What follows belongs to an exercise in optimizing a design on an open flow for small area; a production flow would make more cautious choices. Where RTL was checked, it was by simulation tests only, not by an equivalence proof against the original. Function not checked in runs 3 and 4: the RTL went through the layout flow alone. Power and IR drop assume default switching activity.

==> design/flow/run.sh <==
#!/bin/bash
# synth_recipe.tcl (not shown) runs the flow's synth.tcl, then flattens the netlist and writes it again
# the make line also repeats each setting of config.mk as NAME=value (left out here)
make -C /OpenROAD-flow-scripts/flow DESIGN_CONFIG=/design/flow/config.mk WORK_HOME=/design/flow/orfs CLKGATE_MAP_FILE= SYNTH_SCRIPT=/design/flow/synth_recipe.tcl finish
==> design/flow/config.mk <==
export PLATFORM = sky130hd
export DESIGN_NAME = wb_regfile
export DESIGN_NICKNAME = wb_regfile
export VERILOG_FILES = /design/flow/design.v
export SDC_FILE = /design/flow/constraint.sdc
export NUM_CORES = 4
export LEC_CHECK = 0
export CAP_MARGIN = 20
export CORE_MARGIN = 2
export CORE_UTILIZATION = 40
export SLEW_MARGIN = 20
==> design/flow/constraint.sdc <==
create_clock -name core_clock -period 6.5 [get_ports {clk}]
set_input_delay 1.3000 -clock core_clock [delete_from_list [all_inputs] [get_ports {clk}]]
set_output_delay 1.3000 -clock core_clock [all_outputs]
set_load 0.01 [all_outputs]
==> design/flow/design.v <==
module wb_regfile #(
    parameter logic [31:0] RESET_VAL = 32'h0000_0000,
    parameter bit          BYPASS_EN = 1'b1
) (
    input  logic        clk,
    input  logic        reset,
    input  logic [31:0] IR_W,
    input  logic [31:0] PC_W,
    input  logic [31:0] PC8_W,
    input  logic [31:0] AO_W,
    input  logic [31:0] MDO_W,
    input  logic [31:0] DR_W,
    input  logic [4:0]  A1,
    input  logic [4:0]  A2,
    output logic [31:0] RD1,
    output logic [31:0] RD2,
    output logic        WE_W,
    output logic [4:0]  WA_W,
    output logic [31:0] WD_W
);
    localparam logic [5:0] OP_SPECIAL = 6'h00, OP_JAL  = 6'h03, OP_ADDIU = 6'h09,
                           OP_SLTI    = 6'h0a, OP_SLTIU = 6'h0b, OP_ANDI = 6'h0c,
                           OP_ORI     = 6'h0d, OP_XORI = 6'h0e, OP_LUI   = 6'h0f,
                           OP_LB      = 6'h20, OP_LH   = 6'h21, OP_LW    = 6'h23,
                           OP_LBU     = 6'h24, OP_LHU  = 6'h25;
    localparam logic [5:0] F_SLL  = 6'h00, F_SRL  = 6'h02, F_SRA  = 6'h03, F_SLLV = 6'h04,
                           F_SRLV = 6'h06, F_SRAV = 6'h07, F_JALR = 6'h09, F_MFHI = 6'h10,
                           F_MFLO = 6'h12, F_ADDU = 6'h21, F_SUBU = 6'h23, F_AND  = 6'h24,
                           F_OR   = 6'h25, F_XOR  = 6'h26, F_NOR  = 6'h27, F_SLT  = 6'h2a,
                           F_SLTU = 6'h2b;
    logic [31:0][31:0] r_regs;
    logic [5:0]  w_op;
    logic [5:0]  w_funct;
    logic [4:0]  w_rt;
    logic [4:0]  w_rd;
    logic        w_wr;
    logic [4:0]  w_wa;
    logic [31:0] w_wd;
    logic        w_unused;
    assign w_op     = IR_W[31:26];
    assign w_funct  = IR_W[5:0];
    assign w_rt     = IR_W[20:16];
    assign w_rd     = IR_W[15:11];
    assign w_unused = ^{PC_W, IR_W[25:21], IR_W[10:6]};
    function automatic logic [31:0] load_ext(input logic [5:0] op, input logic [31:0] word,
                                             input logic [1:0] ofs);
        logic [7:0]  b;
        logic [15:0] h;
        case (ofs)
            2'b00:   b = word[7:0];
            2'b01:   b = word[15:8];
            2'b10:   b = word[23:16];
            default: b = word[31:24];
        endcase
        h = ofs[1] ? word[31:16] : word[15:0];
        case (op)
            OP_LB:   load_ext = {{24{b[7]}}, b};
            OP_LBU:  load_ext = {24'h0, b};
            OP_LH:   load_ext = {{16{h[15]}}, h};
            OP_LHU:  load_ext = {16'h0, h};
            default: load_ext = word;
        endcase
    endfunction
    always_comb begin
        w_wr = 1'b0;
        w_wa = w_rd;
        w_wd = AO_W;
        case (w_op)
            OP_SPECIAL: begin
                case (w_funct)
                    F_SLL, F_SRL, F_SRA, F_SLLV, F_SRLV, F_SRAV, F_ADDU, F_SUBU,
                    F_AND, F_OR, F_XOR, F_NOR, F_SLT, F_SLTU: begin
                        w_wr = 1'b1;
                    end
                    F_JALR: begin
                        w_wr = 1'b1;
                        w_wd = PC8_W;
                    end
                    F_MFHI, F_MFLO: begin
                        w_wr = 1'b1;
                        w_wd = MDO_W;
                    end
                    default: w_wr = 1'b0;
                endcase
            end
            OP_ADDIU, OP_ANDI, OP_ORI, OP_XORI, OP_LUI, OP_SLTI, OP_SLTIU: begin
                w_wr = 1'b1;
                w_wa = w_rt;
            end
            OP_JAL: begin
                w_wr = 1'b1;
                w_wa = 5'd31;
                w_wd = PC8_W;
            end
            OP_LW, OP_LH, OP_LHU, OP_LB, OP_LBU: begin
                w_wr = 1'b1;
                w_wa = w_rt;
                w_wd = load_ext(w_op, DR_W, AO_W[1:0]);
            end
            default: w_wr = 1'b0;
        endcase
    end
    assign WE_W = w_wr && (w_wa != 5'd0);
    assign WA_W = w_wa;
    assign WD_W = w_wd;
    always_ff @(posedge clk) begin
        if (reset) begin
            for (int i = 0; i < 32; i++) begin
                r_regs[i[4:0]] <= (i == 0) ? 32'h0 : RESET_VAL;
            end
        end else if (WE_W) begin
            r_regs[WA_W] <= WD_W;
        end
    end
    assign RD1 = (A1 == 5'd0) ? 32'h0 :
                 (BYPASS_EN && WE_W && (A1 == WA_W)) ? WD_W : r_regs[A1];
    assign RD2 = (A2 == 5'd0) ? 32'h0 :
                 (BYPASS_EN && WE_W && (A2 == WA_W)) ? WD_W : r_regs[A2];
endmodule
==> run_results.csv, run 1 <==
group,metric,value,unit
status,run_status,"finished clean",
critical_path,cp-end-kind,"primary output",
clocking,cts_sinks,1024,
critical_path,cp-start-kind,"input port",
clocking,cts_buffers,111,
critical_path,reg2reg_slack,5680,ps
clocking,cts_tree,"done",
placement,port_buffers,263,
floorplanning,initial_core_util,40.2,%
logic_synthesis,synth_cell_types,74,
grt,grt_max_degree,141,
critical_path,reg2reg_to,"r_regs[239]",
placement,place_inst,6668,
flow_run,drv_cap,0,
grt,grtUsageTotal,28.6,%
grt,grt_pass1_wl,303000,um
critical_path,required,5200,ps
route,viasPerCell,6.64,
sta,fin_crit,6370,ps
layout,num-nets-final,5192,
floorplanning,die_h,375,um
clocking,path_clk_slew,60,ps
floorplanning,io_pins,306,
route,vias,45700,
placement,gp_congestion,0.908,
power,p_leak,19.7,nW
grt,grt.overflow.total,0,
critical_path,cpPeakStageDelay,600,ps
power,finalPower,15.0,mW
placement,hpwl,125000,um
clocking,cts_setup_buffers,0,
layout,syn2layout_area_growth,16.1,%
critical_path,arrival,5070,ps
route,wl_met2,92500,um
logic_synthesis,syn-instance-count,5070,
sta,maxSlewViolCount,0,
route,remaining_drc_errors,0,
sta,finalCritPeriodShare,97.9,%
logic_synthesis,ys_async_sr_fraction,0,%
logic_synthesis,synth_seq_cells,1024,
route,met1_length,82200,um
layout,fin_util,46.6,%
grt,grt_pass1_vias,44400,
floorplanning,die_x,375,um
critical_path,worst_path_max_delay_cell,"clkdlybuf4s50_1",
logic_synthesis,avgSynthCellArea,10.9,um2
floorplanning,die_area,0.141,mm2
worst_hold_path,min_to,"r_regs[3]",
clocking,clk_path_buf_depth,3,
logic_synthesis,ys_warn_count,1,
critical_path,worstSetupPathType,"input port to primary output",
critical_path,reg2regPathDepth,4,
route,finalWirelength,206000,um
sta,hold_viol_final,0,
critical_path,cp_max_fo,14,
power,p_per_area,234,mW/mm2
clocking,htreeDepth,3,
sta,relSlewSlack,19.5,%
route,drt_iter0_markers,5723,
sta,fin_hold_ws,478,ps
logic_synthesis,ys.flop_type,"dfxtp_1",
layout,instances_no_fill,6876,
logic_synthesis,synth.cell_area,0.0551,mm2
route,met3_length,22300,um
sta,worst_pin_slew,1210,ps
critical_path,cp_cell_sequence,"clkdlybuf4s50_1 > or4b_4 > and3_1 > nand3_1 > and3_1 > ha_1 > o21bai_2 > a2111oi_4 > buf_12 > and2_2 > buf_12 > buf_4 > a211oi_1 > clkdlybuf4s50_1",
logic_synthesis,synth_edf_count,0,
route,drt_first_pass_iters,5,
sta,setup_viol,0,
grt,antenna_found_initial,7,
layout,largest_reg_flops,1024,
sta,fmaxAchievable,0.157,GHz
floorplanning,core-area,0.137,mm2
route,highest_layer,"met5",
layout,nFillCells,12500,
layout,drive_above_1_share,25.7,%
route,ant_nets,0,
logic_synthesis,ys_seq_area_share,37.2,%
clocking,clk_latency,720,ps
floorplanning,row_count,136,
power,irDropWorstVdd,0.000199,V
worst_hold_path,hold_depth,1,
worst_hold_path,hold_class,"register to register",
critical_path,r2r-start,"r_regs[239]",
route,wl_per_cell,30.0,um
layout,largest-register,"r_regs",
layout,reg.largest.list,"r_regs: 1024 flops",
clocking,root_buffer,"clkbuf_16",
logic_synthesis,syn_nets,5275,
worst_hold_path,worstHoldStart,"r_regs[3]",
sta,skew,0,ps
## final cells by class
type | count | area [um2] | share of cell area (%)
antenna | 3 | 7.51 | 0.0117
clock buffer | 166 | 3300 | 5.17
clock inverter | 39 | 538 | 0.841
inverter | 51 | 191 | 0.299
multi-input combinational | 3291 | 31900 | 49.9
sequential | 1024 | 20500 | 32.0
tap | 1794 | 2240 | 3.51
timing repair buffer | 508 | 5270 | 8.24
## placed cells by master (no fill, tap or decap), types with 16 or more instances in the layout
cell,Yosys,final
a21oi_1,429,421
clkdlybuf4s50_1,0,248
clkbuf_8,0,32
dfxtp_1,1024,1024
clkbuf_16,0,111
a211oi_2,66,66
o21ai_0,50,50
nor2_1,663,655
inv_1,51,51
mux2_2,64,64
a222oi_1,17,17
clkbuf_1,490,23
a211oi_1,849,848
buf_12,0,62
o31ai_1,31,31
a22oi_1,33,33
nor2b_1,67,67
a311oi_1,94,94
nand2_1,44,44
buf_4,17,183
nand3_1,17,16
mux2i_1,20,20
mux4_2,648,648
## timing repair
action,CTS,global route
hold buffers,0,0
resized for setup,0,13
setup endpoints to repair,1,64
endpoints found under the hold margin,0,0
## logic make-up after synthesis
| logic type | Yosys count | synth area share (%) |
|---|---|---|
| xor+xnor | 7 | 0.111 |
| buf+inv | 755 | 5.68 |
| mux | 734 | 28.2 |
| simple gates | 889 | 7.30 |
| compound gates | 1660 | 21.5 |
| flops | 1024 | 37.2 |
| fa+ha+maj | 1 | 0.0227 |
## worst max-delay path, delay by kind of cell
family,cells,cell delay (ps)
buffers and inverters,5,1580
AO/OA/AOI/OAI,3,540
AND/OR/NAND/NOR,5,1440
adder cells (fa/ha/maj),1,170
## metrics by stage
step | setup WS [ps] | instance area [um2] | setup TNS, ps
after CTS | -1.29 | 63900 | -1.29
after floorplan | 737 | 55100 | 0
after global routing | -8.54 | 64000 | -8.54
after detailed placement | 14.6 | 60100 | 0
final | 134 | 64000 | 0
after global placement | 87.6 | 60100 | 0
## cells in the mapped netlist (all sizes together) (12+ instances only)
| cell | number | area [um2] |
|---|---|---|
| a211oi | 915 | 7200 |
| a21oi | 430 | 2160 |
| a222oi | 17 | 170 |
| a22oi | 33 | 248 |
| a311oi | 94 | 823 |
| and2 | 16 | 100 |
| buf | 214 | 1100 |
| clkbuf | 490 | 1840 |
| dfxtp | 1024 | 20500 |
| inv | 51 | 191 |
| mux2 | 66 | 743 |
| mux2i | 20 | 200 |
| mux4 | 648 | 14600 |
| nand2 | 44 | 165 |
| nand2b | 14 | 87.6 |
| nand3 | 18 | 95.1 |
| nor2 | 663 | 2490 |
| nor2b | 67 | 419 |
| nor3 | 12 | 90.1 |
| nor4 | 18 | 299 |
| o21ai | 55 | 279 |
| o31ai | 31 | 233 |
## power breakdown
group | total [mW] | switching, mW | internal (mW)
clock network | 6.65 | 2.74 | 3.91
logic | 1.93 | 1.27 | 0.666
registers | 6.39 | 0.0461 | 6.34
total | 15.0 | 4.05 | 10.9
## routing by layer
metal,global-route usage [%],up-vias
met4,11.9,6
met1,38.9,22900
met2,44.2,2643
li1,-,19700
met3,6.18,450
met5,0,-
## how the worst max path moves through the flow
stage / cells after the start / from / slack [ps] / endpoint
6_report: 14 / IR_W[26] / 130 / RD1[9]
5_1_grt: 11 / IR_W[26] / -9 / RD1[17]
4_1_cts: 12 / IR_W[29] / -1 / RD2[17]
3_5_place_dp: 12 / IR_W[29] / 10 / RD2[15]
3_3_place_gp: 13 / IR_W[29] / 90 / RD1[1]
2_1_floorplan: 13 / IR_W[29] / 740 / RD1[14]
==> inputs of run 2 (changes only) <==
--- a/design/flow/design.v
+++ b/design/flow/design.v
@@ -29,5 +29,5 @@
                            F_OR   = 6'h25, F_XOR  = 6'h26, F_NOR  = 6'h27, F_SLT  = 6'h2a,
                            F_SLTU = 6'h2b;
-    logic [31:0][31:0] r_regs;
+    logic [31:1][31:0] r_regs;
     logic [5:0]  w_op;
     logic [5:0]  w_funct;
@@ -104,16 +104,85 @@
     assign WA_W = w_wa;
     assign WD_W = w_wd;
-    always_ff @(posedge clk) begin
-        if (reset) begin
-            for (int i = 0; i < 32; i++) begin
-                r_regs[i[4:0]] <= (i == 0) ? 32'h0 : RESET_VAL;
-            end
-        end else if (WE_W) begin
-            r_regs[WA_W] <= WD_W;
+    logic [31:0] w_ld_data;
+    logic [31:1] w_ld, w_ld_n;
+    logic [31:1][31:0] w_next;
+    assign w_ld_data = reset ? RESET_VAL : WD_W;
+    always_comb begin
+        for (int i = 1; i < 32; i++) begin
+            w_ld[i]   = reset | (WE_W && (WA_W == i[4:0]));
+            w_ld_n[i] = !(reset | (WE_W && (WA_W == i[4:0])));
         end
     end
-    assign RD1 = (A1 == 5'd0) ? 32'h0 :
-                 (BYPASS_EN && WE_W && (A1 == WA_W)) ? WD_W : r_regs[A1];
-    assign RD2 = (A2 == 5'd0) ? 32'h0 :
-                 (BYPASS_EN && WE_W && (A2 == WA_W)) ? WD_W : r_regs[A2];
+    for (genvar g = 1; g < 32; g++) begin : g_row
+        wb_rf_hold u_hold (.q(r_regs[g]), .d(w_ld_data), .ld(w_ld[g]), .ld_n(w_ld_n[g]),
+                           .y(w_next[g]));
+    end
+    always_ff @(posedge clk) begin
+        r_regs <= w_next;
+    end
+    logic        w_byp1, w_byp2;
+    logic [31:0] w_sel1, w_sel2;
+    logic [31:0][31:0] w_src;
+    assign w_byp1 = BYPASS_EN && WE_W && (A1 == WA_W);
+    assign w_byp2 = BYPASS_EN && WE_W && (A2 == WA_W);
+    always_comb begin
+        w_sel1[0] = w_byp1;
+        w_sel2[0] = w_byp2;
+        w_src[0]  = WD_W;
+        for (int i = 1; i < 32; i++) begin
+            w_sel1[i] = (A1 == i[4:0]) && !w_byp1;
+            w_sel2[i] = (A2 == i[4:0]) && !w_byp2;
+            w_src[i]  = r_regs[i];
+        end
+    end
+    logic [10:0][31:0] w_t1, w_t2;
+    for (genvar g = 0; g < 10; g++) begin : g_aoi
+        wb_rf_aoi222 u_p1 (.a0(w_src[3*g]), .a1(w_src[3*g+1]), .a2(w_src[3*g+2]),
+                           .s0(w_sel1[3*g]), .s1(w_sel1[3*g+1]), .s2(w_sel1[3*g+2]),
+                           .y(w_t1[g]));
+        wb_rf_aoi222 u_p2 (.a0(w_src[3*g]), .a1(w_src[3*g+1]), .a2(w_src[3*g+2]),
+                           .s0(w_sel2[3*g]), .s1(w_sel2[3*g+1]), .s2(w_sel2[3*g+2]),
+                           .y(w_t2[g]));
+    end
+    wb_rf_aoi22 u_q1 (.a0(w_src[30]), .a1(w_src[31]), .s0(w_sel1[30]), .s1(w_sel1[31]),
+                      .y(w_t1[10]));
+    wb_rf_aoi22 u_q2 (.a0(w_src[30]), .a1(w_src[31]), .s0(w_sel2[30]), .s1(w_sel2[31]),
+                      .y(w_t2[10]));
+    always_comb begin
+        RD1 = '0;
+        RD2 = '0;
+        for (int i = 0; i < 11; i++) begin
+            RD1 = RD1 | ~w_t1[i];
+            RD2 = RD2 | ~w_t2[i];
+        end
+    end
 endmodule
+module wb_rf_hold (
+    input  logic [31:0] q,
+    input  logic [31:0] d,
+    input  logic        ld,
+    input  logic        ld_n,
+    output logic [31:0] y
+);
+    assign y = (q & {32{ld_n}}) | (d & {32{ld}});
+endmodule
+module wb_rf_aoi222 (
+    input  logic [31:0] a0,
+    input  logic [31:0] a1,
+    input  logic [31:0] a2,
+    input  logic        s0,
+    input  logic        s1,
+    input  logic        s2,
+    output logic [31:0] y
+);
+    assign y = ~((a0 & {32{s0}}) | (a1 & {32{s1}}) | (a2 & {32{s2}}));
+endmodule
+module wb_rf_aoi22 (
+    input  logic [31:0] a0,
+    input  logic [31:0] a1,
+    input  logic        s0,
+    input  logic        s1,
+    output logic [31:0] y
+);
+    assign y = ~((a0 & {32{s0}}) | (a1 & {32{s1}}));
+endmodule
--- a/design/flow/config.mk
+++ b/design/flow/config.mk
@@ -10,2 +10,4 @@
 export CORE_UTILIZATION = 40
 export SLEW_MARGIN = 20
+export SYNTH_HIERARCHICAL = 1
+export SYNTH_MINIMUM_KEEP_SIZE = 0
==> run_results.csv, run 2 <==
group,metric,value,unit
logic_synthesis,syn-instance-count,3851,
sta,maxSlewViolCount,0,
sta,worst_pin_slew,1170,ps
route,finalWirelength,205000,um
status,so_faults,"setup timing",
route,drt_first_pass_iters,13,
critical_path,cp-end-kind,"primary output",
grt,antenna_found_initial,3,
route,drt_iter0_markers,10800,
grt,grtUsageTotal,34.4,%
layout,layout_common_cells,"992 x dfxtp_1, 930 x a22o_1, 657 x a222oi_1",
logic_synthesis,synth_edf_count,0,
layout,syn2layout_area_growth,28.7,%
logic_synthesis,synthTopCellsByArea,"dfxtp_1 45%, a22o_1 18%, a222oi_1 15%",
clocking,clk_latency,680,ps
logic_synthesis,netlist.area_leader.share,45.1,%
critical_path,arrival,5360,ps
critical_path,reg2reg_to,"r_regs[991]",
route,remaining_drc_errors,0,
flow_run,drv_cap,0,
critical_path,critPathBufInv,5,
logic_synthesis,syn_nets,4055,
sta,fmaxAchievable,0.150,GHz
critical_path,reg2reg_slack,5760,ps
critical_path,cp-endpoint,"RD1[13]",
worst_hold_path,hold_class,"register to register",
sta,hold_viol_final,0,
floorplanning,die_area,0.113,mm2
route,viasPerCell,7.37,
critical_path,worst_path_max_delay_cell,"a222oi_1",
floorplanning,io_pins,306,
sta,skew,0,ps
critical_path,worstSetupPathType,"input port to primary output",
logic_synthesis,ys_warn_count,7,
critical_path,cp_cell_sequence,"buf_6 > or3b_4 > a211o_1 > a211o_4 > o221ai_4 > o21ai_2 > nor4_4 > buf_4 > nor4_2 > buf_12 > buf_4 > a222oi_1 > nand4_1 > nor2_2 > nand4_1 > buf_2",
logic_synthesis,synth.cell_area,0.0441,mm2
floorplanning,core-area,0.109,mm2
placement,gp_congestion,0.944,
critical_path,cp-start-kind,"input port",
power,p_leak,22.3,nW
layout,final_common_cell,"dfxtp_1",
logic_synthesis,synth.most_common_cell,"dfxtp_1",
grt,grt.overflow.total,0,
floorplanning,row_count,121,
route,wl_per_cell,33.9,um
floorplanning,die_h,336,um
status,run_status,"finished with violations",
clocking,cts_hold_buf,0,
logic_synthesis,synth_cell_types,60,
logic_synthesis,synth_area_leader_cell,"dfxtp_1",
grt,grt_max_degree,60,
placement,hpwl,133000,um
clocking,cts_tree,"done",
sta,tns,-1780,ps
critical_path,reg2regPathDepth,1,
floorplanning,initial_core_util,40.4,%
logic_synthesis,synth_seq_cells,992,
sta,finalCritPeriodShare,103,%
logic_synthesis,ys.flop_type,"dfxtp_1",
layout,num-nets-final,4749,
sta,setup_viol,31,
critical_path,r2r-start,"r_regs[991]",
sta,layout_setup_ws,-164,ps
grt,grt_pass1_vias,41900,
sta,fin_hold_ws,509,ps
logic_synthesis,ys_async_sr_fraction,0,%
critical_path,cpPeakStageDelay,620,ps
layout,largest_reg_flops,992,
clocking,root_buffer,"clkbuf_16",
clocking,path_clk_slew,60,ps
clocking,clk_path_buf_depth,3,
clocking,cts_sinks,992,
critical_path,path_depth,16,
route,vias,44600,
clocking,cts_buffers,104,
layout,largest-register,"r_regs",
placement,port_buffers,263,
critical_path,cp_max_fo,12,
layout,drive_above_1_share,28.3,%
sta,fin_crit,6660,ps
floorplanning,die_x,336,um
logic_synthesis,synth_common_cells,"992 x dfxtp_1, 930 x a22o_1, 657 x a222oi_1, 319 x buf_6, 201 x nand4_1",
logic_synthesis,avgSynthCellArea,11.4,um2
clocking,htreeDepth,3,
power,irDropWorstVdd,0.000253,V
logic_synthesis,ys_seq_area_share,45.1,%
grt,grt_pass1_wl,290000,um
route,ant_nets,0,
sta,relSlewSlack,21.7,%
sta,rsz0062_at_grt,"yes",
critical_path,required,5200,ps
critical_path,crit_family,"compound AO/OA/AOI/OAI gates",
power,p_per_area,276,mW/mm2
critical_path,crit_start,"IR_W[5]",
layout,reg.largest.list,"r_regs: 992 flops",
==> run 2: cell count changes after synthesis, sizes merged, moves of 41 or more <==
cell,before,now
nand4,7,201
nor2,663,108
mux2,66,2
a222oi,17,657
buf,214,392
a21oi,430,56
mux4,648,8
a22o,3,992
a311oi,94,0
a22oi,33,74
clkbuf,490,44
a211oi,915,1
nor2b,67,7
==> run 2: power breakdown <==
group	total, mW	switching, mW	internal (mW)
logic	2.32	1.30	1.01
registers	7.12	0.463	6.66
clock network	6.22	2.61	3.61
total	15.7	4.38	11.3
==> run 2: area by class of cell <==
| class | count | area [um2] |
|---|---|---|
| Inverter | 11 | 41.3 |
| Timing Repair Buffer | 1020 | 9870 |
| Fill cell | 9618 | 52300 |
| Sequential cell | 992 | 19900 |
| Clock buffer | 151 | 3120 |
| Clock inverter | 42 | 428 |
| Antenna cell | 1 | 2.50 |
| Tap cell | 1414 | 1770 |
| Multi-Input combinational cell | 2416 | 21600 |
==> run 2: metal layers <==
layer | vias to the layer above | wire (um) | global-route usage [%]
met3 | 645 | 27500 | 9.08
met1 | 21900 | 78700 | 45.8
met4 | 4 | 12600 | 19.7
li1 | 18300 | - | -
met5 | - | 88 | 0
met2 | 3750 | 86300 | 50.3
==> run 2: stage by stage <==
stage / utilization (%) / instance area, um2 / worst slack [ps] / power [mW] / cells
finish: 52.0 / 56700 / -164 / 15.7 / 6047
global route: 52.0 / 56700 / -204 / 16.0 / 6047
CTS: 51.7 / 56300 / -102 / 15.5 / 6027
detailed placement: 47.5 / 51800 / -1040 / 9.43 / 5787
global placement: 47.5 / 51800 / -1050 / 9.39 / 5787
floorplan: - / 44100 / 901 / 8.36 / 3851
==> run 2: cells by family after synthesis <==
kind of cell	Yosys count	synth area share [%]
AND/OR/NAND/NOR	509	6.37
XOR/XNOR	5	0.0994
buffers and inverters	447	9.45
AO/OA/AOI/OAI	1886	38.5
flip-flops	992	45.1
multiplexers	12	0.505
==> run 2: what timing repair did <==
action / in CTS / in global routing
endpoints found under the setup margin: 64 / 64
resized for setup: 421 / 56
pin swaps: 193 / 107
cloned: 13 / 2
buffers inserted: 38 / 21
==> run 2: worst min path at each step <==
stage                            from  cells past startpoint          end  slack, ps
after detailed placement  r_regs[755]                      1  r_regs[755]        490
after global placement    r_regs[881]                      1  r_regs[881]        490
after global routing      r_regs[816]                      1  r_regs[816]        520
final                     r_regs[340]                      1  r_regs[340]        510
after CTS                 r_regs[232]                      1  r_regs[232]        510
after floorplan           r_regs[100]                      1  r_regs[100]        480
==> run 2: modules after synthesis, one instance, submodules excluded <==
module        flip-flops and latches  cells  area (um2)
wb_rf_aoi222                       0     41         403
wb_regfile                       992   1777       24600
wb_rf_aoi22                        0     38         289
wb_rf_hold                         0     38         350
==> inputs of run 3 (changes only) <==
--- a/design/flow/design.v
+++ b/design/flow/design.v
@@ -34,7 +34,4 @@
     logic [4:0]  w_rt;
     logic [4:0]  w_rd;
-    logic        w_wr;
-    logic [4:0]  w_wa;
-    logic [31:0] w_wd;
     logic        w_unused;
     assign w_op     = IR_W[31:26];
@@ -43,65 +40,45 @@
     assign w_rd     = IR_W[15:11];
     assign w_unused = ^{PC_W, IR_W[25:21], IR_W[10:6]};
-    function automatic logic [31:0] load_ext(input logic [5:0] op, input logic [31:0] word,
-                                             input logic [1:0] ofs);
-        logic [7:0]  b;
-        logic [15:0] h;
-        case (ofs)
-            2'b00:   b = word[7:0];
-            2'b01:   b = word[15:8];
-            2'b10:   b = word[23:16];
-            default: b = word[31:24];
+    logic w_wr_rd, w_wr_rt, w_jal;
+    always_comb begin
+        w_wr_rd = 1'b0;
+        if (w_op == OP_SPECIAL) begin
+            case (w_funct)
+                F_SLL, F_SRL, F_SRA, F_SLLV, F_SRLV, F_SRAV, F_ADDU, F_SUBU,
+                F_AND, F_OR, F_XOR, F_NOR, F_SLT, F_SLTU, F_JALR, F_MFHI, F_MFLO:
+                    w_wr_rd = 1'b1;
+                default: w_wr_rd = 1'b0;
+            endcase
+        end
+        case (w_op)
+            OP_ADDIU, OP_ANDI, OP_ORI, OP_XORI, OP_LUI, OP_SLTI, OP_SLTIU,
+            OP_LW, OP_LH, OP_LHU, OP_LB, OP_LBU: w_wr_rt = 1'b1;
+            default:                             w_wr_rt = 1'b0;
         endcase
-        h = ofs[1] ? word[31:16] : word[15:0];
-        case (op)
-            OP_LB:   load_ext = {{24{b[7]}}, b};
-            OP_LBU:  load_ext = {24'h0, b};
-            OP_LH:   load_ext = {{16{h[15]}}, h};
-            OP_LHU:  load_ext = {16'h0, h};
-            default: load_ext = word;
+        w_jal = (w_op == OP_JAL);
+    end
+    assign WE_W = (w_wr_rd && (w_rd != 5'd0)) || (w_wr_rt && (w_rt != 5'd0)) || w_jal;
+    assign WA_W = (w_op[5] || w_op[3]) ? w_rt : (w_op[0] ? 5'd31 : w_rd);
+    logic [7:0]  w_b;
+    logic [15:0] w_h;
+    logic [31:0] w_ext;
+    always_comb begin
+        case (AO_W[1:0])
+            2'b00:   w_b = DR_W[7:0];
+            2'b01:   w_b = DR_W[15:8];
+            2'b10:   w_b = DR_W[23:16];
+            default: w_b = DR_W[31:24];
         endcase
-    endfunction
-    always_comb begin
-        w_wr = 1'b0;
-        w_wa = w_rd;
-        w_wd = AO_W;
-        case (w_op)
-            OP_SPECIAL: begin
-                case (w_funct)
-                    F_SLL, F_SRL, F_SRA, F_SLLV, F_SRLV, F_SRAV, F_ADDU, F_SUBU,
-                    F_AND, F_OR, F_XOR, F_NOR, F_SLT, F_SLTU: begin
-                        w_wr = 1'b1;
-                    end
-                    F_JALR: begin
-                        w_wr = 1'b1;
-                        w_wd = PC8_W;
-                    end
-                    F_MFHI, F_MFLO: begin
-                        w_wr = 1'b1;
-                        w_wd = MDO_W;
-                    end
-                    default: w_wr = 1'b0;
-                endcase
-            end
-            OP_ADDIU, OP_ANDI, OP_ORI, OP_XORI, OP_LUI, OP_SLTI, OP_SLTIU: begin
-                w_wr = 1'b1;
-                w_wa = w_rt;
-            end
-            OP_JAL: begin
-                w_wr = 1'b1;
-                w_wa = 5'd31;
-                w_wd = PC8_W;
-            end
-            OP_LW, OP_LH, OP_LHU, OP_LB, OP_LBU: begin
-                w_wr = 1'b1;
-                w_wa = w_rt;
-                w_wd = load_ext(w_op, DR_W, AO_W[1:0]);
-            end
-            default: w_wr = 1'b0;
-        endcase
+        w_h = AO_W[1] ? DR_W[31:16] : DR_W[15:0];
+        if (w_op[1])      w_ext = DR_W;
+        else if (w_op[0]) w_ext = {{16{w_h[15] & ~w_op[2]}}, w_h};
+        else              w_ext = {{24{w_b[7] & ~w_op[2]}}, w_b};
+        if (w_op[5])                          WD_W = w_ext;
+        else if (w_op[3])                     WD_W = AO_W;
+        else if (w_op[0])                     WD_W = PC8_W;
+        else if (w_funct[4])                  WD_W = MDO_W;
+        else if (w_funct[3] && !w_funct[5])   WD_W = PC8_W;
+        else                                  WD_W = AO_W;
     end
-    assign WE_W = w_wr && (w_wa != 5'd0);
-    assign WA_W = w_wa;
-    assign WD_W = w_wd;
     logic [31:0] w_ld_data;
     logic [31:1] w_ld, w_ld_n;
@@ -110,6 +87,7 @@
     always_comb begin
         for (int i = 1; i < 32; i++) begin
-            w_ld[i]   = reset | (WE_W && (WA_W == i[4:0]));
-            w_ld_n[i] = !(reset | (WE_W && (WA_W == i[4:0])));
+            w_ld[i]   = reset | (w_wr_rd && (w_rd == i[4:0])) || (w_wr_rt && (w_rt == i[4:0])) ||
+                        (w_jal && (i == 31));
+            w_ld_n[i] = !w_ld[i];
         end
     end
@@ -121,9 +99,15 @@
         r_regs <= w_next;
     end
+    function automatic logic byp_hit(input logic [4:0] a, input logic wr_rd, input logic wr_rt,
+                                     input logic jal, input logic [4:0] rd,
+                                     input logic [4:0] rt);
+        byp_hit = (a != 5'd0) && ((wr_rd && (a == rd)) || (wr_rt && (a == rt)) ||
+                                  (jal && (a == 5'd31)));
+    endfunction
     logic        w_byp1, w_byp2;
     logic [31:0] w_sel1, w_sel2;
     logic [31:0][31:0] w_src;
-    assign w_byp1 = BYPASS_EN && WE_W && (A1 == WA_W);
-    assign w_byp2 = BYPASS_EN && WE_W && (A2 == WA_W);
+    assign w_byp1 = BYPASS_EN && byp_hit(A1, w_wr_rd, w_wr_rt, w_jal, w_rd, w_rt);
+    assign w_byp2 = BYPASS_EN && byp_hit(A2, w_wr_rd, w_wr_rt, w_jal, w_rd, w_rt);
     always_comb begin
         w_sel1[0] = w_byp1;
==> run_results.csv, run 3 <==
group,metric,value,unit
logic_synthesis,ys_warn_count,7,
route,remaining_drc_errors,0,
sta,setup_viol,11,
sta,relSlewSlack,18.1,%
route,wl_per_cell,37.5,um
critical_path,required,5200,ps
critical_path,arrival,5420,ps
grt,grt_max_degree,55,
logic_synthesis,synth_mux_area_share,0.0944,%
logic_synthesis,yosys.area_share.simple,7.15,%
layout,instances_no_fill,6163,
critical_path,cp_cell_sequence,"clkdlybuf4s50_1 > xor2_1 > nor4_1 > nand4_1 > buf_6 > o221ai_2 > buf_12 > buf_8 > nor2_4 > a222oi_1 > nand4_1 > nor2_2 > buf_4 > nand4_1 > clkdlybuf4s50_1",
route,vias,46800,
power,p_leak,21.7,nW
critical_path,worstSetupPathType,"input port to primary output",
clocking,cts_buffers,102,
clocking,clk_latency,690,ps
grt,grtUsageTotal,37.7,%
route,viasPerCell,7.59,
floorplanning,die_h,340,um
floorplanning,core-area,0.112,mm2
sta,tns,-914,ps
sta,skew,0,ps
clocking,htreeDepth,3,
grt,grt_pass1_vias,43800,
critical_path,worst_path_max_delay_cell,"clkdlybuf4s50_1",
route,drt_iter0_markers,12100,
critical_path,cp-end-kind,"primary output",
clocking,cts_tree,"done",
layout,largest-register,"r_regs",
layout,num-nets-final,4784,
power,finalPower,16.4,mW
critical_path,crit_top_cell,"nand4_1",
placement,hpwl,139000,um
logic_synthesis,netlist.area_leader.share,44.1,%
route,drt_first_pass_iters,15,
logic_synthesis,ys_seq_area_share,44.1,%
logic_synthesis,synth_cell_types,63,
grt,antenna_found_initial,11,
floorplanning,die_x,340,um
critical_path,crit_family,"buffers and inverters",
clocking,cts_sinks,992,
layout,largest_reg_flops,992,
worst_hold_path,hold_depth,1,
route,ant_nets,0,
floorplanning,initial_core_util,40.2,%
layout,syn2layout_area_growth,24.6,%
logic_synthesis,synth.cell_area,0.0451,mm2
sta,worst_pin_slew,1230,ps
sta,maxSlewViolCount,0,
logic_synthesis,synthTopCellsByArea,"dfxtp_1 44%, a22o_1 18%, a222oi_1 14%",
worst_hold_path,hold_class,"register to register",
clocking,path_clk_slew,60,ps
sta,layout_setup_ws,-221,ps
layout,drive_above_1_share,23.9,%
placement,gp_congestion,0.977,
sta,hold_viol_final,0,
logic_synthesis,synth_compound_area_share,39.0,%
critical_path,cp-start-kind,"input port",
floorplanning,row_count,123,
logic_synthesis,synth_fa_ha_area_share,0,%
logic_synthesis,synth_xor_area_share,0.389,%
sta,finalCritPeriodShare,103,%
status,run_status,"finished with violations",
placement,port_buffers,263,
logic_synthesis,ys.flop_type,"dfxtp_1",
floorplanning,io_pins,306,
power,p_per_area,291,mW/mm2
clocking,clk_path_buf_depth,3,
floorplanning,die_area,0.115,mm2
power,irDropWorstVdd,0.000237,V
grt,grt_pass1_wl,321000,um
layout,fin_util,50.1,%
critical_path,critPathBufInv,6,
status,so_faults,"setup timing",
layout,final_common_cell,"dfxtp_1",
critical_path,path_depth,15,
grt,grt.overflow.total,0,
logic_synthesis,synth_edf_count,0,
layout,reg.largest.list,"r_regs: 992 flops",
logic_synthesis,syn_nets,4237,
logic_synthesis,ys_async_sr_fraction,0,%
critical_path,cp_max_fo,13,
route,finalWirelength,231000,um
logic_synthesis,avgSynthCellArea,11.2,um2
critical_path,reg2regPathDepth,1,
sta,fmaxAchievable,0.149,GHz
critical_path,cpPeakStageDelay,580,ps
placement,place_inst,5907,
logic_synthesis,synth_common_cells,"992 x dfxtp_1, 930 x a22o_1, 640 x a222oi_1, 312 x buf_6, 194 x nand4_1",
logic_synthesis,syn-instance-count,4033,
flow_run,drv_cap,0,
logic_synthesis,synth_top_family_by_area,"compound AO/OA/AOI/OAI gates",
logic_synthesis,synth.most_common_cell,"dfxtp_1",
sta,fin_crit,6720,ps
logic_synthesis,synth_seq_cells,992,
logic_synthesis,synth_area_leader_cell,"dfxtp_1",
layout,layout_common_cells,"992 x dfxtp_1, 930 x a22o_1, 640 x a222oi_1",
clocking,root_buffer,"clkbuf_16",
run 3: cell types whose count changed after synthesis, moves of 27 or more:
cell,delta
nor2_1,+65
nor2b_1,+29
a211oi_1,+29
nand2b_1,+27
nor3_1,+39
clkbuf_1,+32
run 3: kinds of logic (layout without fill, tap and decap cells):
group / Yosys count / after routing
AOI/OAI and AO/OA: 1956 / 1956
DFF: 992 / 992
and+or+nand+nor: 590 / 618
buffers and inverters: 472 / 1070
xor gates and xnor gates: 20 / 20
muxes: 3 / 3
other: 0 / 4
run 3: layout make-up:
type	count	area [um2]
fill	10100	56000
multi-input combinational	2597	22800
sequential	992	19900
timing repair buffer	879	8100
clock buffer	140	2920
tap	1500	1880
clock inverter	43	603
inverter	8	30.0
antenna	4	10.0
run 3: per-layer routing:
metal  part of all wire [%]  vias up  wire length [um]  global-route usage, %
li1                       -    18700                 -                      -
met1                     36    22800             84000                   47.3
met2                     40     4266             93500                   53.3
met3                     15     1054             34800                   14.4
met4                    8.0       10             18500                   25.5
met5                  0.097        -               224                  0.817
run 3: final timing paths:
check / startpoint / endpoint / slack [ps]
worst max-delay path: IR_W[14] / RD2[28] / -220
worst min-delay path: r_regs[730] / r_regs[730] / 510
worst max register to register: r_regs[548] / r_regs[548] / 5790
worst min register to register: r_regs[730] / r_regs[730] / 510
run 3: per-stage QoR:
step                      area (um2)  setup slack (ps)  hold WS [ps]
after global placement         51600              -449           487
after global routing           56200              -162           519
after floorplan                45100              1410           477
after CTS                      55900             0.162           509
after detailed placement       51700              -431           493
final                          56200              -221           507
run 3: Yosys stat by module (local to each module, per instance):
| module | times used | flops+latches | cell area [um2] |
|---|---|---|---|
| wb_rf_aoi222 | 20 | 0 | 403 |
| wb_rf_hold | 31 | 0 | 350 |
| wb_rf_aoi22 | 2 | 0 | 289 |
| wb_regfile | 1 | 992 | 25600 |
run 3: report_power, final:
group | internal, mW | switching, mW | total (mW) | leakage, nW
Combinational | 1.19 | 1.64 | 2.82 | 11.7
Clock | 3.62 | 2.63 | 6.25 | 1.74
Sequential | 6.76 | 0.544 | 7.30 | 8.25
Total | 11.6 | 4.81 | 16.4 | 21.7
run 3: repair_timing:
item / in CTS / in global routing
hold buffers: 0 / 0
cloned: 27 / 1
pin swaps: 70 / 26
setup endpoints to repair: 64 / 60
buffers inserted: 28 / 12
gates resized for setup: 112 / 46
==> inputs of run 4 (changes only) <==
==> design/flow/flow/run.sh (new file) <==
#!/bin/bash
# Standard ORFS layout, except that the port buffers are plain buffers instead of the
# delay cells buffer_ports picks by default. Each step's full log stays in orfs/logs/.
set -euo pipefail
bash standard.sh "BUFFER_PORTS_ARGS=-buffer_cell sky130_fd_sc_hd__buf_1" finish > make_finish.log 2>&1
==> design/flow/standard.sh (new file) <==
#!/bin/bash
# synth_recipe.tcl (not shown) runs the flow's synth.tcl, then flattens the netlist and writes it again
# the make line also repeats each setting of config.mk as NAME=value (left out here)
make -C /OpenROAD-flow-scripts/flow DESIGN_CONFIG=/design/flow/config.mk WORK_HOME=/design/flow/orfs CLKGATE_MAP_FILE= SYNTH_SCRIPT=/design/flow/synth_recipe.tcl "${@:-finish}"
removed: design/flow/run.sh
==> run_results.csv, run 4 <==
group,metric,value,unit
status,run_status,"finished with violations",
status,so_faults,"setup timing",
grt,grtUsageTotal,35.1,%
power,sw_frac_of_total,29.7,%
critical_path,cp_max_fo,27,
clocking,cts_tree,"done",
floorplanning,die_x,340,um
sta,finalCritPeriodShare,100,%
critical_path,cp-start-kind,"input port",
critical_path,reg2reg_slack,5790,ps
logic_synthesis,synthTopCellsByArea,"dfxtp_1 44%, a22o_1 18%, a222oi_1 14%",
placement,port_buffers,263,
layout,reg.largest.list,"r_regs: 992 flops",
route,drt_first_pass_iters,14,
sta,worst_pin_slew,1300,ps
logic_synthesis,synth.cell_area,0.0451,mm2
layout,largest-register,"r_regs",
layout,layout_common_cells,"992 x dfxtp_1, 930 x a22o_1, 640 x a222oi_1",
clocking,root_buffer,"clkbuf_16",
sta,fmaxAchievable,0.154,GHz
clocking,cts_buffers,100,
power,p_per_area,309,mW/mm2
logic_synthesis,synth_area_leader_cell,"dfxtp_1",
clocking,htreeDepth,3,
grt,antenna_found_initial,21,
clocking,clk_path_buf_depth,3,
floorplanning,initial_core_util,40.2,%
critical_path,reg2regPathDepth,1,
power,p_switching,4.69,mW
worst_hold_path,hold_class,"register to register",
critical_path,reg2reg_to,"r_regs[736]",
sta,maxSlewViolCount,0,
logic_synthesis,synth_cell_types,63,
logic_synthesis,ys_async_sr_fraction,0,%
power,p_seq_share,46.1,%
logic_synthesis,synth_mux_area_share,0.0944,%
critical_path,crit_start,"IR_W[18]",
floorplanning,io_pins,306,
logic_synthesis,synth_seq_cells,992,
layout,drive_above_1_share,16.8,%
logic_synthesis,synth_compound_area_share,39.0,%
power,p_clk_share,38.3,%
logic_synthesis,yosys.area_share.simple,7.15,%
route,wl_per_cell,37.2,um
route,drt_iter0_markers,11900,
clocking,path_clk_slew,60,ps
power,p_leak,18.7,nW
clocking,cts_sinks,992,
logic_synthesis,synth_xor_area_share,0.389,%
logic_synthesis,synth_top_family_by_area,"compound AO/OA/AOI/OAI gates",
placement,gp_congestion,0.956,
critical_path,r2r-start,"r_regs[736]",
power,finalPower,15.8,mW
sta,hold_viol_final,0,
sta,tns,-7.40,ps
route,vias,44500,
floorplanning,die_h,340,um
grt,grt_pass1_vias,40900,
logic_synthesis,ys_seq_area_share,44.1,%
sta,layout_setup_ws,-7.40,ps
sta,skew,0,ps
critical_path,cp-endpoint,"RD1[20]",
sta,fin_crit,6510,ps
route,ant_nets,0,
floorplanning,die_area,0.115,mm2
route,remaining_drc_errors,0,
grt,grt.overflow.total,0,
layout,largest_reg_flops,992,
logic_synthesis,synth.most_common_cell,"dfxtp_1",
sta,setup_viol,1,
logic_synthesis,synth_common_cells,"992 x dfxtp_1, 930 x a22o_1, 640 x a222oi_1, 312 x buf_6, 194 x nand4_1",
logic_synthesis,ys.flop_type,"dfxtp_1",
logic_synthesis,synth_edf_count,0,
power,irDropWorstVdd,0.000249,V
power,comb_power_share,15.6,%
sta,relSlewSlack,13.0,%
placement,hpwl,130000,um
logic_synthesis,syn-instance-count,4033,
layout,final_common_cell,"dfxtp_1",
critical_path,worstSetupPathType,"input port to primary output",
logic_synthesis,ys_warn_count,7,
route,finalWirelength,216000,um
power,intPower,11.1,mW
logic_synthesis,syn_nets,4237,
critical_path,cp-end-kind,"primary output",
route,viasPerCell,7.66,
logic_synthesis,synth_fa_ha_area_share,0,%
flow_run,drv_cap,0,
layout,num-nets-final,4420,
logic_synthesis,netlist.area_leader.share,44.1,%
floorplanning,core-area,0.112,mm2
layout,syn2layout_area_growth,13.5,%
critical_path,required,5200,ps
floorplanning,row_count,123,
grt,grt_max_degree,45,
logic_synthesis,avgSynthCellArea,11.2,um2
critical_path,arrival,5210,ps
grt,grt_pass1_wl,300000,um
clocking,clk_latency,690,ps
## run 4: cell counts after synthesis
No cell type changed its count.
## run 4: how the worst min path moves through the flow
stage                     depth (start not counted)     endpoint  slack, ps        start
after floorplan                                   1  r_regs[100]        480  r_regs[100]
after global placement                            1   r_regs[27]        490   r_regs[27]
after detailed placement                          1  r_regs[856]        490  r_regs[856]
after CTS                                         1  r_regs[435]        510  r_regs[435]
after global routing                              1  r_regs[120]        520  r_regs[120]
final                                             1  r_regs[333]        510  r_regs[333]
## run 4: what timing repair did
| action | CTS | global route |
|---|---|---|
| hold buffers | 0 | 0 |
| endpoints found under the setup margin | 0 | 38 |
| resized for setup | 0 | 11 |
| buffers inserted | 0 | 1 |
## run 4: per-stage QoR
stage | worst slack, ps | instances | cell area, um2 | utilization (%) | hold WS [ps]
final | -7.40 | 5802 | 51200 | 45.6 | 509
after detailed placement | 64.4 | 5597 | 47300 | 42.2 | 492
after CTS | 62.1 | 5779 | 50700 | 45.2 | 510
after floorplan | 1410 | 4033 | 45100 | - | 477
after global routing | -13.7 | 5796 | 51200 | 45.6 | 520
after global placement | 108 | 5594 | 47200 | 42.1 | 487
## run 4: power groups by stage
stage               clock (mW)  combinational, mW  sequential (mW)
floorplan                    0               1.45             7.25
finish                    6.05               2.47             7.29
global route              6.30               2.52             7.35
global placement             0               2.31             7.35
detailed placement           0               2.34             7.37
CTS                       6.04               2.34             7.25
## run 4: cell type report
type | count | area (um2)
fill | 10400 | 61000
inverter | 8 | 30.0
tap | 1500 | 1880
antenna | 6 | 15.0
clock inverter | 32 | 413
multi-input combinational | 2570 | 22400
timing repair buffer | 544 | 3610
sequential | 992 | 19900
clock buffer | 150 | 3010
## run 4: logic make-up (layout without fill, tap and decap cells)
kind of cell,Yosys count,after routing
buffers and inverters,472,734
AO/OA/AOI/OAI,1956,1956
XOR/XNOR,20,20
flip-flops,992,992
AND/OR/NAND/NOR,590,591
other,0,6
multiplexers,3,3
## run 4: per-module statistics from Yosys, one instance, submodules excluded
module	copies in the design	area [um2]	cells
wb_rf_hold	31	350	38
wb_regfile	1	25600	1959
wb_rf_aoi222	20	403	41
wb_rf_aoi22	2	289	38
## run 4: metal layers
layer / track usage [%] / vias up / wire length, um
li1: - / 17900 / -
met1: 44.6 / 21800 / 79300
met2: 49.4 / 3839 / 88100
met3: 14.1 / 842 / 33400
met4: 21.3 / 26 / 14400
met5: 1.10 / - / 336
## run 4: worst max-delay path: stages
cell	delay, ps
buf_1	450
xor2_1	140
nor3_1	270
nand3_1	330
o221ai_2	240
buf_4	270
nor2_4	210
buf_4	260
a222oi_1	520
nand4_1	500
nor2_1	290
nand4_1	180
buf_1	170
==> inputs of run 5 (changes only) <==
--- a/design/flow/design.v
+++ b/design/flow/design.v
@@ -106,39 +106,35 @@
     endfunction
     logic        w_byp1, w_byp2;
-    logic [31:0] w_sel1, w_sel2;
-    logic [31:0][31:0] w_src;
+    logic [31:1] w_sel1, w_sel2;
     assign w_byp1 = BYPASS_EN && byp_hit(A1, w_wr_rd, w_wr_rt, w_jal, w_rd, w_rt);
     assign w_byp2 = BYPASS_EN && byp_hit(A2, w_wr_rd, w_wr_rt, w_jal, w_rd, w_rt);
     always_comb begin
-        w_sel1[0] = w_byp1;
-        w_sel2[0] = w_byp2;
-        w_src[0]  = WD_W;
         for (int i = 1; i < 32; i++) begin
-            w_sel1[i] = (A1 == i[4:0]) && !w_byp1;
-            w_sel2[i] = (A2 == i[4:0]) && !w_byp2;
-            w_src[i]  = r_regs[i];
+            w_sel1[i] = (A1 == i[4:0]);
+            w_sel2[i] = (A2 == i[4:0]);
         end
     end
     logic [10:0][31:0] w_t1, w_t2;
     for (genvar g = 0; g < 10; g++) begin : g_aoi
-        wb_rf_aoi222 u_p1 (.a0(w_src[3*g]), .a1(w_src[3*g+1]), .a2(w_src[3*g+2]),
-                           .s0(w_sel1[3*g]), .s1(w_sel1[3*g+1]), .s2(w_sel1[3*g+2]),
+        wb_rf_aoi222 u_p1 (.a0(r_regs[3*g+1]), .a1(r_regs[3*g+2]), .a2(r_regs[3*g+3]),
+                           .s0(w_sel1[3*g+1]), .s1(w_sel1[3*g+2]), .s2(w_sel1[3*g+3]),
                            .y(w_t1[g]));
-        wb_rf_aoi222 u_p2 (.a0(w_src[3*g]), .a1(w_src[3*g+1]), .a2(w_src[3*g+2]),
-                           .s0(w_sel2[3*g]), .s1(w_sel2[3*g+1]), .s2(w_sel2[3*g+2]),
+        wb_rf_aoi222 u_p2 (.a0(r_regs[3*g+1]), .a1(r_regs[3*g+2]), .a2(r_regs[3*g+3]),
+                           .s0(w_sel2[3*g+1]), .s1(w_sel2[3*g+2]), .s2(w_sel2[3*g+3]),
                            .y(w_t2[g]));
     end
-    wb_rf_aoi22 u_q1 (.a0(w_src[30]), .a1(w_src[31]), .s0(w_sel1[30]), .s1(w_sel1[31]),
-                      .y(w_t1[10]));
-    wb_rf_aoi22 u_q2 (.a0(w_src[30]), .a1(w_src[31]), .s0(w_sel2[30]), .s1(w_sel2[31]),
-                      .y(w_t2[10]));
+    assign w_t1[10] = ~(r_regs[31] & {32{w_sel1[31]}});
+    assign w_t2[10] = ~(r_regs[31] & {32{w_sel2[31]}});
+    logic [31:0] w_rf1, w_rf2;
     always_comb begin
-        RD1 = '0;
-        RD2 = '0;
+        w_rf1 = '0;
+        w_rf2 = '0;
         for (int i = 0; i < 11; i++) begin
-            RD1 = RD1 | ~w_t1[i];
-            RD2 = RD2 | ~w_t2[i];
+            w_rf1 = w_rf1 | ~w_t1[i];
+            w_rf2 = w_rf2 | ~w_t2[i];
         end
     end
+    assign RD1 = w_byp1 ? WD_W : w_rf1;
+    assign RD2 = w_byp2 ? WD_W : w_rf2;
 endmodule
 module wb_rf_hold (
@@ -162,11 +158,2 @@
     assign y = ~((a0 & {32{s0}}) | (a1 & {32{s1}}) | (a2 & {32{s2}}));
 endmodule
-module wb_rf_aoi22 (
-    input  logic [31:0] a0,
-    input  logic [31:0] a1,
-    input  logic        s0,
-    input  logic        s1,
-    output logic [31:0] y
-);
-    assign y = ~((a0 & {32{s0}}) | (a1 & {32{s1}}));
-endmodule
==> design/flow/flow/run.sh (replaced) <==
#!/bin/bash
# Standard ORFS layout with plain port buffers (not delay cells) and a clock tree of
# smaller buffers without dummy loads. Each step's full log stays in orfs/logs/.
set -euo pipefail
bash standard.sh \
  "BUFFER_PORTS_ARGS=-buffer_cell sky130_fd_sc_hd__buf_1" \
  "CTS_ARGS=-sink_clustering_enable -repair_clock_nets -dont_use_dummy_load -buf_list sky130_fd_sc_hd__clkbuf_8 -sink_clustering_size 24 -sink_clustering_max_diameter 60" \
  finish > make_finish.log 2>&1
--- a/design/flow/config.mk
+++ b/design/flow/config.mk
@@ -9,4 +9,5 @@
 export CORE_MARGIN = 2
 export CORE_UTILIZATION = 40
+export SETUP_SLACK_MARGIN = 0.2
 export SLEW_MARGIN = 20
 export SYNTH_HIERARCHICAL = 1
==> run_results.csv, run 5 <==
group,metric,value,unit
sta,fmaxAchievable,0.159,GHz
route,drt_iter0_markers,10900,
clocking,cts_sinks,992,
placement,place_inst,5511,
sta,skew,0,ps
route,vias,42500,
power,irDropWorstVdd,0.000137,V
worst_hold_path,hold_class,"register to register",
logic_synthesis,syn_nets,4183,
sta,hold_viol_final,0,
grt,grtUsageTotal,33.4,%
power,p_per_area,268,mW/mm2
sta,maxSlewViolCount,0,
critical_path,worstSetupPathType,"input port to primary output",
critical_path,required,5200,ps
logic_synthesis,synth_seq_cells,992,
sta,setup_viol,0,
logic_synthesis,synth_edf_count,0,
sta,tns,0,ps
layout,syn2layout_area_growth,6.04,%
layout,largest_reg_flops,992,
route,finalWirelength,206000,um
power,p_leak,17.7,nW
layout,reg.largest.list,"r_regs: 992 flops",
logic_synthesis,synth.most_common_cell,"dfxtp_1",
grt,grt_pass1_wl,286000,um
logic_synthesis,synth_area_leader_cell,"dfxtp_1",
grt,grt_pass1_vias,39100,
logic_synthesis,ys_async_sr_fraction,0,%
sta,rsz0062_at_grt,"no",
critical_path,cp_max_fo,13,
placement,port_buffers,263,
logic_synthesis,ys.flop_type,"dfxtp_1",
flow_run,drv_cap,0,
layout,layout_common_cells,"992 x dfxtp_1, 934 x a22o_1, 640 x a222oi_1",
critical_path,arrival,4980,ps
layout,largest-register,"r_regs",
logic_synthesis,netlist.area_leader.share,44.2,%
grt,grt.overflow.total,0,
logic_synthesis,ys_warn_count,7,
layout,final_common_cell,"dfxtp_1",
logic_synthesis,syn-instance-count,3979,
floorplanning,die_h,339,um
status,run_status,"finished clean",
worst_hold_path,hold_depth,1,
floorplanning,die_x,339,um
floorplanning,core-area,0.111,mm2
placement,gp_congestion,0.979,
grt,antenna_found_initial,20,
sta,relSlewSlack,11.3,%
layout,instances_no_fill,5605,
sta,worst_pin_slew,1330,ps
layout,drive_above_1_share,13.4,%
grt,grt_max_degree,49,
logic_synthesis,avgSynthCellArea,11.3,um2
clocking,root_buffer,"clkbuf_8",
clocking,cts_resized,0,
critical_path,cp-start-kind,"input port",
route,wl_per_cell,36.7,um
logic_synthesis,ys_seq_area_share,44.2,%
clocking,cts_setup_buffers,0,
layout,num-nets-final,4315,
clocking,cts_buffers,86,
floorplanning,die_area,0.115,mm2
sta,fin_crit,6280,ps
route,ant_nets,0,
logic_synthesis,synth.cell_area,0.0450,mm2
sta,finalCritPeriodShare,96.7,%
logic_synthesis,synthTopCellsByArea,"dfxtp_1 44%, a22o_1 18%, a222oi_1 14%",
logic_synthesis,synth_cell_types,63,
clocking,cts_hold_buf,0,
route,drt_first_pass_iters,14,
critical_path,cp-end-kind,"primary output",
clocking,htreeDepth,3,
clocking,cts_tree,"done",
placement,hpwl,129000,um
critical_path,reg2regPathDepth,1,
route,viasPerCell,7.59,
route,remaining_drc_errors,0,
floorplanning,initial_core_util,40.5,%
clocking,path_clk_slew,50,ps
floorplanning,io_pins,306,
clocking,clk_path_buf_depth,3,
logic_synthesis,synth_common_cells,"992 x dfxtp_1, 934 x a22o_1, 640 x a222oi_1, 310 x buf_6, 130 x nand4_1",
sta,fin_hold_ws,508,ps
floorplanning,row_count,122,
clocking,clk_latency,740,ps
-- run 5: changes by cell type after synthesis, moves of 21 or more --
cell / change
nand4_1: -64
a2111oi_0: +54
inv_1: +53
nand2_1: +72
nor3_1: -35
mux2i_1: +72
nand2b_1: -24
nor2_1: -53
o21ai_0: -31
a211oi_1: -21
a22oi_1: -52
-- run 5: cell families after synthesis --
kind of cell	count (synthesis)	share of synthesized area [%]
AO/OA/AOI/OAI	1879	38.1
XOR/XNOR	20	0.390
buffers and inverters	508	9.62
flip-flops	992	44.2
multiplexers	93	2.15
AND/OR/NAND/NOR	487	5.54
-- run 5: final cells by class --
cell class | count | area (um2)
fill | 10700 | 63500
sequential | 992 | 19900
multi-input combinational | 2479 | 21600
inverter | 61 | 229
antenna | 8 | 20.0
timing repair buffer | 491 | 2890
tap | 1488 | 1860
clock buffer | 86 | 1180
-- run 5: layer usage --
metal / global-route usage, % / routed length (um) / vias up / share of wire (%)
li1: - / - / 17400 / -
met1: 43.2 / 77100 / 20800 / 37
met2: 50.0 / 87100 / 3695 / 42
met3: 12.7 / 32000 / 679 / 16
met4: 13.3 / 9560 / 22 / 4.6
met5: 0.735 / 232 / - / 0.11
-- run 5: per-module statistics from Yosys, one instance, submodules excluded --
module	cells	times used
wb_regfile	1981	1
wb_rf_aoi222	41	20
wb_rf_hold	38	31
-- run 5: path summary, 6_finish.rpt --
check	startpoint	to	slack, ps
max	A2[0]	RD2[16]	220
min	r_regs[365]	r_regs[365]	510
max reg2reg	r_regs[799]	r_regs[799]	5790
min reg2reg	r_regs[365]	r_regs[365]	510
-- run 5: critical path, cell delays in order --
cell and delay (ps):
buf_1 300, nand2b_1 480, buf_4 260, nor2_4 110
buf_16 210, buf_16 160, a222oi_1 350, nand4_1 290
a2111oi_0 850, mux2i_1 420, buf_1 230
-- run 5: stage by stage --
step	worst slack, ps	area (um2)	power, mW	util, %
after floorplan	1810	45000	8.60	-
after global placement	573	46300	9.44	41.7
after detailed placement	510	46500	9.49	41.8
after CTS	505	47600	12.6	42.9
after global routing	294	47700	13.1	42.9
final	216	47700	12.8	42.9
-- run 5: power by group --
part | internal, mW | total, mW | switching, mW | leakage [nW]
sequential | 6.72 | 7.22 | 0.501 | 8.22
clock | 1.18 | 3.29 | 2.11 | 0.618
combinational | 0.836 | 2.27 | 1.43 | 8.85
==> inputs of run 6 (changes only) <==
==> design/flow/flow/run.sh (replaced) <==
#!/bin/bash
# Standard ORFS layout with plain port buffers (not delay cells) and a clock tree of
# smaller buffers without dummy loads. Each step's full log stays in orfs/logs/.
set -euo pipefail
bash standard.sh \
  "BUFFER_PORTS_ARGS=-buffer_cell sky130_fd_sc_hd__buf_1" \
  "CTS_ARGS=-sink_clustering_enable -repair_clock_nets -dont_use_dummy_load -buf_list sky130_fd_sc_hd__clkbuf_8 -sink_clustering_size 16 -sink_clustering_max_diameter 80" \
  finish > make_finish.log 2>&1
==> run_results.csv, run 6 <==
group,metric,value,unit
placement,dpl_cell_area,0.0465,mm2
sta,tns,0,ps
worst_hold_path,hold_depth,1,
layout,num-nets-final,4301,
logic_synthesis,ys_warn_count,7,
layout,layout_common_cells,"992 x dfxtp_1, 934 x a22o_1, 640 x a222oi_1",
critical_path,cp-end-kind,"primary output",
floorplanning,core-area,0.111,mm2
logic_synthesis,synth_area_leader_cell,"dfxtp_1",
clocking,cts_resized,0,
clocking,cts_buffers,72,
floorplanning,initial_core_util,40.5,%
clocking,cts_sinks,992,
power,irDropWorstVdd,0.000123,V
floorplanning,die_area,0.115,mm2
logic_synthesis,syn-instance-count,3979,
sta,relSlewSlack,13.1,%
logic_synthesis,ys.flop_type,"dfxtp_1",
grt,grt_pass1_vias,38900,
sta,rsz0062_at_grt,"no",
critical_path,arrival,5010,ps
clocking,path_clk_slew,100,ps
route,drt_first_pass_iters,14,
logic_synthesis,synth_cell_types,63,
logic_synthesis,syn_nets,4183,
flow_run,drv_cap,0,
route,viasPerCell,7.63,
critical_path,worst_path_max_delay_cell,"a2111oi_0",
floorplanning,row_count,122,
worst_hold_path,hold_class,"register to register",
critical_path,cp-start-kind,"input port",
logic_synthesis,synthTopCellsByArea,"dfxtp_1 44%, a22o_1 18%, a222oi_1 14%",
worst_hold_path,worstHoldStart,"r_regs[988]",
layout,stdcell_area,0.0475,mm2
power,p_leak,17.6,nW
sta,fin_hold_ws,516,ps
layout,final_common_cell,"dfxtp_1",
layout,reg.largest.list,"r_regs: 992 flops",
sta,fin_crit,6310,ps
sta,skew,0,ps
critical_path,worstSetupPathType,"input port to primary output",
layout,largest_reg_flops,992,
layout,largest-register,"r_regs",
route,remaining_drc_errors,0,
sta,hold_viol_final,0,
critical_path,crit_start,"A1[1]",
sta,fmaxAchievable,0.158,GHz
critical_path,cp_max_fo,25,
floorplanning,die_h,339,um
placement,gp_congestion,0.979,
critical_path,cpPeakStageDelay,850,ps
sta,finalCritPeriodShare,97.1,%
route,finalWirelength,206000,um
logic_synthesis,netlist.area_leader.share,44.2,%
sta,maxSlewViolCount,0,
placement,port_buffers,263,
route,ant_nets,0,
grt,grt_max_degree,49,
logic_synthesis,avgSynthCellArea,11.3,um2
placement,hpwl,129000,um
sta,setup_viol,0,
status,run_status,"finished clean",
critical_path,required,5200,ps
logic_synthesis,ys_seq_area_share,44.2,%
sta,worst_pin_slew,1300,ps
route,drt_iter0_markers,11200,
power,p_per_area,264,mW/mm2
grt,grtUsageTotal,33.3,%
clocking,clk_latency,690,ps
floorplanning,die_x,339,um
logic_synthesis,synth.most_common_cell,"dfxtp_1",
logic_synthesis,synth_common_cells,"992 x dfxtp_1, 934 x a22o_1, 640 x a222oi_1, 310 x buf_6, 130 x nand4_1",
critical_path,r2r-start,"r_regs[799]",
route,wl_per_cell,36.8,um
clocking,cts_setup_buffers,0,
grt,grt.overflow.total,0,
layout,syn2layout_area_growth,5.63,%
critical_path,cp_cell_sequence,"buf_1 > nand2b_1 > buf_4 > nor2_4 > buf_4 > a222oi_1 > nand4_1 > a2111oi_0 > mux2i_1 > buf_1",
clocking,root_buffer,"clkbuf_8",
grt,antenna_found_initial,18,
logic_synthesis,ys_async_sr_fraction,0,%
clocking,cts_hold_buf,0,
critical_path,reg2regPathDepth,1,
logic_synthesis,synth_seq_cells,992,
route,vias,42700,
clocking,clk_path_buf_depth,3,
clocking,cts_tree,"done",
logic_synthesis,synth.cell_area,0.0450,mm2
layout,drive_above_1_share,13.1,%
grt,grt_pass1_wl,286000,um
floorplanning,io_pins,306,
logic_synthesis,synth_edf_count,0,
clocking,htreeDepth,3,
[run 6: through the flow]
stage | instances | power (mW) | setup slack [ps] | util (%)
2_1_floorplan | 3979 | 8.60 | 1810 | -
5_1_grt | 5587 | 12.9 | 289 | 42.7
6_report | 5594 | 12.5 | 190 | 42.7
3_3_place_gp | 5506 | 9.44 | 573 | 41.7
3_5_place_dp | 5511 | 9.49 | 510 | 41.8
4_1_cts | 5583 | 12.4 | 506 | 42.7
[run 6: power by group]
group	switching [mW]	internal [mW]
Combinational	1.43	0.835
Sequential	0.502	6.72
Clock	2.06	1.00
[run 6: critical path: cells and delay by family]
kind,cells,cell delay (ps)
AND/OR/NAND/NOR,3,1020
AO/OA/AOI/OAI,2,1150
multiplexers,1,430
buffers and inverters,4,1080
[run 6: logic make-up (layout without fill, tap and decap cells)]
kind of cell | Yosys count | count (layout) | share of synthesized area, %
xor+xnor | 20 | 20 | 0.390
compound gates | 1879 | 1879 | 38.1
mux | 93 | 93 | 2.15
simple gates | 487 | 487 | 5.54
buf+inv | 508 | 624 | 9.62
other cells | 0 | 11 | 0
flops | 992 | 992 | 44.2
[run 6: per-module statistics from Yosys (local to each module, per instance)]
| module | times used | cells | flip-flops and latches | cell area, um2 |
|---|---|---|---|---|
| wb_rf_hold | 31 | 38 | 0 | 350 |
| wb_regfile | 1 | 1981 | 992 | 26000 |
| wb_rf_aoi222 | 20 | 41 | 0 | 403 |
[run 6: cell type report]
class,instances,area (um2)
fill,10700,63600
multi-input combinational,2479,21600
sequential,992,19900
timing repair buffer,491,2890
tap,1488,1860
clock buffer,72,991
inverter,61,229
antenna,11,27.5
[run 6: per-layer routing]
| layer | global-route usage [%] | wire, um | up-vias |
|---|---|---|---|
| met5 | 0 | 124 | - |
| met4 | 13.9 | 9550 | 20 |
| met3 | 12.4 | 31900 | 651 |
| met2 | 49.4 | 86700 | 3718 |
| met1 | 43.4 | 77500 | 20900 |
| li1 | - | - | 17300 |
[run 6: worst paths after layout]
path / endpoint / slack (ps)
setup / recovery: RD1[15] / 190
hold / removal: r_regs[988] / 520
setup reg to reg: r_regs[799] / 5800
hold reg to reg: r_regs[988] / 520

[port drivers added, routing unchanged]
No port has a modelled driver above. Below, the same layouts with a new extraction and two added sets of constraints.
Step 1 (the two cells are an assumption about what drives the block):
set clk [get_ports {clk}]
set_driving_cell -lib_cell sky130_fd_sc_hd__clkbuf_16 $clk
set_driving_cell -lib_cell sky130_fd_sc_hd__buf_2 [delete_from_list [all_inputs] $clk]
Step 2 also shifts input and output timing later by t, the mid clock arrival at the registers, as if the neighbouring blocks saw the same clock.
Slacks: ideal / step 1 / step 2; pairs: ideal / step 1.
| run | shift t [ns] | slack for setup (ns) | hold WS [ns] | slew at the worst register clock pin (ns) |
|---|---|---|---|---|
| run 1 | 0.780 | 0.134 / 0.107 / 0.107 | 0.478 / 0.478 / 0.478 | 0.07 / 0.07 |
| run 2 | 0.758 | -0.164 / -0.201 / -0.201 | 0.509 / 0.509 / 0.509 | 0.07 / 0.07 |
| run 3 | 0.772 | -0.221 / -0.254 / -0.254 | 0.507 / 0.507 / 0.507 | 0.07 / 0.07 |
| run 4 | 0.760 | -0.007 / -0.031 / -0.031 | 0.509 / 0.509 / 0.509 | 0.07 / 0.07 |
| run 5 | 0.819 | 0.216 / 0.082 / 0.082 | 0.508 / 0.508 / 0.508 | 0.12 / 0.12 |
| run 6 | 0.768 | 0.190 / 0.073 / 0.073 | 0.516 / 0.516 / 0.516 | 0.12 / 0.12 |
For run 5, which loses most, drivers alone change the setup slack by -0.134 ns; drivers and shift together by -0.134 ns.
